This is an optimization exercise on Yosys and OpenROAD, whose aim is small area, a short achievable clock period and few clock cycles per item, not a production implementation.
At most, simulation tests tie the RTL to the original design; equivalence was not proved.

==> inputs of branch lagoon <==
// two_point_weight_conversion
module two_point_weight_conversion #(
    parameter int SAMPLE_BITS = 16
) (
    input  logic                   clk,
    input  logic                   rst_n,
    input  logic                   cfg_we,
    input  logic [1:0]             cfg_index,
    input  logic [15:0]            cfg_data,
    input  logic                   in_valid,
    output logic                   in_stall,
    input  logic [SAMPLE_BITS-1:0] adc_sample,
    output logic                   out_valid,
    input  logic                   out_stall,
    output logic [31:0]            weight_value,
    output logic                   below_zero,
    output logic                   span_error
);
export LEC_CHECK = 0
export CAP_MARGIN = 20
export CORE_MARGIN = 2
export CORE_UTILIZATION = 55
export SLEW_MARGIN = 20
create_clock -name core_clock -period 10.0 [get_ports {clk}]
standard.sh (not shown) runs the stock make flow with config.mk's settings and CLKGATE_MAP_FILE= SYNTH_SCRIPT=/design/flow/synth_recipe.tcl, a recipe that flattens the netlist after the stock synthesis.
==> flow/flow/run.sh <==
#!/bin/bash
# Standard layout, with timing repair aimed at a setup slack of 6.2 ns.
set -euo pipefail
bash standard.sh SETUP_SLACK_MARGIN=6.2 finish > standard_flow.log 2>&1
test -f out/final.def
==> inputs of branch tundra, as changes to branch lagoon <==
--- a/flow/design.v
+++ b/flow/design.v
@@ -748,49 +748,36 @@
     assign tc_77 = tc_36 ^ tc_37 ^ tp_3[18];
     assign tc_78 = (tc_36 & tc_37) | (tc_36 & tp_3[18]) | (tc_37 & tp_3[18]);
     assign tc_79 = tc_38 ^ tc_39 ^ tp_3[19];
     assign tc_80 = (tc_38 & tc_39) | (tc_38 & tp_3[19]) | (tc_39 & tp_3[19]);
     logic [21:0] tb_s, tb_c;
     assign tb_s = {1'b0, tc_80, tc_78, tc_76, tc_74, tc_72, tc_70, tc_68, tc_66, tc_64, tc_62, tc_60, tc_58, tc_56, tc_54, tc_52, tc_50, tc_48, tc_46, tc_44, tc_42, tc_41};
     assign tb_c = {1'b0, tc_40, tc_79, tc_77, tc_75, tc_73, tc_71, tc_69, tc_67, tc_65, tc_63, tc_61, tc_59, tc_57, tc_55, tc_53, tc_51, tc_49, tc_47, tc_45, tc_43, tp_3[0]};
-    logic [6:0] t_low;
-    logic [15:0] th_s, th_c;
-    logic [5:0] tl_r;
-    logic        tc_r;
+    logic [21:0] t_sum, t_r;
     logic [15:0] sc_r;
-    assign t_low = {1'b0, tb_s[5:0]} + {1'b0, tb_c[5:0]};
+    assign t_sum = tb_s + tb_c;
     always_ff @(posedge clk)
     begin
         if (en)
         begin
-            th_s <= tb_s[21:6];
-            th_c <= tb_c[21:6];
-            tl_r <= t_low[5:0];
-            tc_r <= t_low[6];
+            t_r  <= t_sum;
             sc_r <= sb_r;
         end
     end
     logic [17:0] dt_0;
-    logic [17:0] d0x, d0y, d0s, d0c;
-    assign d0x = {1'b0, th_s, tl_r[5]};
-    assign d0y = {1'b0, th_c, tc_r};
-    assign d0s = d0x ^ d0y ^ an_r;
-    assign d0c = {((d0x[16:0] & d0y[16:0]) | (d0x[16:0] & an_r[16:0]) | (d0y[16:0] & an_r[16:0])), 1'b0};
-    logic [18:0] d0sum;
-    assign d0sum = {d0s, tc_r} + {d0c, tc_r};
-    assign dt_0 = d0sum[18:1];
+    assign dt_0 = {1'b0, t_r[21:6], t_r[5]} + an_r;
     logic [16:0] dr_0;
     logic [5:0] dn_0;
     logic [15:0] ds_0;
     always_ff @(posedge clk)
     begin
         if (en)
         begin
             dr_0 <= dt_0[16:0];
-            dn_0 <= {tl_r[4:0], ~dt_0[17]};
+            dn_0 <= {t_r[4:0], ~dt_0[17]};
             ds_0 <= sc_r;
         end
     end
     logic [17:0] dt_1;
     assign dt_1 = {dr_0, dn_0[5]} + (dr_0[16] ? {2'b00, a_r} : an_r);
     logic [16:0] dr_1;
     logic [5:0] dn_1;
==> flow/flow/run.sh (replaced) <==
#!/bin/bash
# Standard layout, with timing repair aimed at a setup slack of 6.4 ns.
set -euo pipefail
bash standard.sh SETUP_SLACK_MARGIN=6.4 finish > standard_flow.log 2>&1
test -f out/final.def
==> flow/config.mk (replaced) <==
export PLATFORM = sky130hd
export DESIGN_NAME = two_point_weight_conversion
export DESIGN_NICKNAME = two_point_weight_conversion
export VERILOG_FILES = /design/flow/design.v
export SDC_FILE = /design/flow/constraint.sdc
export NUM_CORES = 4
export LEC_CHECK = 0
export CAP_MARGIN = 20
export CORE_MARGIN = 2
export CORE_UTILIZATION = 40
export SLEW_MARGIN = 20
==> inputs of branch cedar, as changes to branch lagoon <==
--- a/flow/design.v
+++ b/flow/design.v
@@ -748,49 +748,36 @@
     assign tc_77 = tc_36 ^ tc_37 ^ tp_3[18];
     assign tc_78 = (tc_36 & tc_37) | (tc_36 & tp_3[18]) | (tc_37 & tp_3[18]);
     assign tc_79 = tc_38 ^ tc_39 ^ tp_3[19];
     assign tc_80 = (tc_38 & tc_39) | (tc_38 & tp_3[19]) | (tc_39 & tp_3[19]);
     logic [21:0] tb_s, tb_c;
     assign tb_s = {1'b0, tc_80, tc_78, tc_76, tc_74, tc_72, tc_70, tc_68, tc_66, tc_64, tc_62, tc_60, tc_58, tc_56, tc_54, tc_52, tc_50, tc_48, tc_46, tc_44, tc_42, tc_41};
     assign tb_c = {1'b0, tc_40, tc_79, tc_77, tc_75, tc_73, tc_71, tc_69, tc_67, tc_65, tc_63, tc_61, tc_59, tc_57, tc_55, tc_53, tc_51, tc_49, tc_47, tc_45, tc_43, tp_3[0]};
-    logic [6:0] t_low;
-    logic [15:0] th_s, th_c;
-    logic [5:0] tl_r;
-    logic        tc_r;
+    logic [21:0] t_sum, t_r;
     logic [15:0] sc_r;
-    assign t_low = {1'b0, tb_s[5:0]} + {1'b0, tb_c[5:0]};
+    assign t_sum = tb_s + tb_c;
     always_ff @(posedge clk)
     begin
         if (en)
         begin
-            th_s <= tb_s[21:6];
-            th_c <= tb_c[21:6];
-            tl_r <= t_low[5:0];
-            tc_r <= t_low[6];
+            t_r  <= t_sum;
             sc_r <= sb_r;
         end
     end
     logic [17:0] dt_0;
-    logic [17:0] d0x, d0y, d0s, d0c;
-    assign d0x = {1'b0, th_s, tl_r[5]};
-    assign d0y = {1'b0, th_c, tc_r};
-    assign d0s = d0x ^ d0y ^ an_r;
-    assign d0c = {((d0x[16:0] & d0y[16:0]) | (d0x[16:0] & an_r[16:0]) | (d0y[16:0] & an_r[16:0])), 1'b0};
-    logic [18:0] d0sum;
-    assign d0sum = {d0s, tc_r} + {d0c, tc_r};
-    assign dt_0 = d0sum[18:1];
+    assign dt_0 = {1'b0, t_r[21:6], t_r[5]} + an_r;
     logic [16:0] dr_0;
     logic [5:0] dn_0;
     logic [15:0] ds_0;
     always_ff @(posedge clk)
     begin
         if (en)
         begin
             dr_0 <= dt_0[16:0];
-            dn_0 <= {tl_r[4:0], ~dt_0[17]};
+            dn_0 <= {t_r[4:0], ~dt_0[17]};
             ds_0 <= sc_r;
         end
     end
     logic [17:0] dt_1;
     assign dt_1 = {dr_0, dn_0[5]} + (dr_0[16] ? {2'b00, a_r} : an_r);
     logic [16:0] dr_1;
     logic [5:0] dn_1;
==> flow/flow/run.sh (replaced) <==
#!/bin/bash
# Standard layout, with timing repair aimed at a setup slack of 6.6 ns.
set -euo pipefail
bash standard.sh SETUP_SLACK_MARGIN=6.6 finish > standard_flow.log 2>&1
test -f out/final.def
==> flow/config.mk (replaced) <==
export PLATFORM = sky130hd
export DESIGN_NAME = two_point_weight_conversion
export DESIGN_NICKNAME = two_point_weight_conversion
export VERILOG_FILES = /design/flow/design.v
export SDC_FILE = /design/flow/constraint.sdc
export NUM_CORES = 4
export LEC_CHECK = 0
export CAP_MARGIN = 20
export CORE_MARGIN = 2
export CORE_UTILIZATION = 40
export SLEW_MARGIN = 20
==> inputs of branch willow, as changes to branch lagoon <==
==> flow/config.mk (replaced) <==
export PLATFORM = sky130hd
export DESIGN_NAME = two_point_weight_conversion
export DESIGN_NICKNAME = two_point_weight_conversion
export VERILOG_FILES = /design/flow/design.v
export SDC_FILE = /design/flow/constraint.sdc
export NUM_CORES = 4
export LEC_CHECK = 0
export CAP_MARGIN = 20
export CORE_MARGIN = 2
export CORE_UTILIZATION = 40
export SLEW_MARGIN = 20
==> notes <==
- Between branch cedar and branch willow, the lower clock-buffer cell count is in branch willow (gap 22).
- Of branch lagoon and branch willow, branch willow has the higher die area (gap about 27%, measured against branch willow).
- Between branch cedar and branch lagoon, the lower synthesized cell count is in branch lagoon (gap 0.65%, measured against branch lagoon).
- Cell area: branch lagoon < branch willow < branch tundra < branch cedar.
- Synthesized area: branch lagoon is lower than branch cedar (0.21%).
- In branch lagoon the register-to-register slack is worse than in branch willow, by 0.03 ns.
==> figures <==
Cell at the slowest stage of the critical path: branch lagoon clkdlybuf4s50_1; branch cedar fa_1; branch tundra fa_1; branch willow xnor2_1
Outcome: branch lagoon no timing/DRC/antenna violations; branch cedar no timing/DRC/antenna violations; branch tundra no timing/DRC/antenna violations; branch willow no timing/DRC/antenna violations
Crit Reg-Reg Endpoint: branch lagoon q_r[29]; branch cedar t_r[20]; branch tundra t_r[21]; branch willow ma_r[29]
Endpoint with the worst hold slack: branch lagoon dn_2[4]; branch cedar kp_0[31]; branch tundra ds_3[8]; branch willow ds_2[12]
Post-detailed-placement half-perimeter wirelength: branch lagoon 124000 um; branch cedar 126000 um; branch tundra 126000 um; branch willow 125000 um
Fraction of met2 tracks used by global routing: branch lagoon 0.491; branch cedar 0.358; branch tundra 0.352; branch willow 0.349
Critical register-to-register path startpoint: branch lagoon kcs_s[1]; branch cedar tp_2[1]; branch tundra tp_2[1]; branch willow kcs_c[2]
Share of the core filled with cells: branch lagoon 0.612; branch cedar 0.473; branch tundra 0.457; branch willow 0.451
Share of Yosys cell area claimed by the top area cell type: branch lagoon 0.411; branch cedar 0.403; branch tundra 0.403; branch willow 0.411
Area of the multi-input gates: branch lagoon 0.0325 mm2; branch cedar 0.0348 mm2; branch tundra 0.0338 mm2; branch willow 0.0325 mm2
Combined area of all synthesized cells: branch lagoon 0.0632 mm2; branch cedar 0.0634 mm2; branch tundra 0.0634 mm2; branch willow 0.0632 mm2
Total global-route track usage: branch lagoon 0.279; branch cedar 0.213; branch tundra 0.210; branch willow 0.205
Adder and majority gate portion of the synthesized area: branch lagoon 0.249; branch cedar 0.246; branch tundra 0.246; branch willow 0.249
Testbench counts of branch tundra, summed over its fixed seeds: cycles 11,400, items 9,600.
Testbench counts of branch cedar, summed over its fixed seeds: cycles 11,400, items 9,600.
The RTL of branch lagoon and branch willow was laid out without a check of its function.

## afterwards: timing with drivers on the ports
Ports are ideal in the flow. The routed layouts listed here were re-timed in OpenROAD. Step 1 assumes that a clkbuf_16 drives the clock port and a buf_2 every other input. Step 2, shift: input delay + t, output delay - t, t = (earliest + latest rising clock arrival at the registers) / 2. This alone moves slack from input paths to output paths. a / b / c = ideal / step 1 / step 2; a / b = the first two.
run | t, ns | slack for setup (ns) | latest minus earliest clock arrival (ns)
branch lagoon | 0.781 | 6.170 / 6.137 / 5.451 | 0.044 / 0.044
branch tundra | 0.793 | 6.268 / 6.268 / 5.699 | 0.047 / 0.047
branch cedar | 0.805 | 6.287 / 6.287 / 5.995 | 0.045 / 0.044
branch willow | 0.809 | 6.281 / 6.205 / 5.544 | 0.042 / 0.042
After both steps setup and hold are still met in every run listed. For branch willow, which loses most, drivers alone change the setup slack by -0.076 ns; drivers and shift together by -0.737 ns.
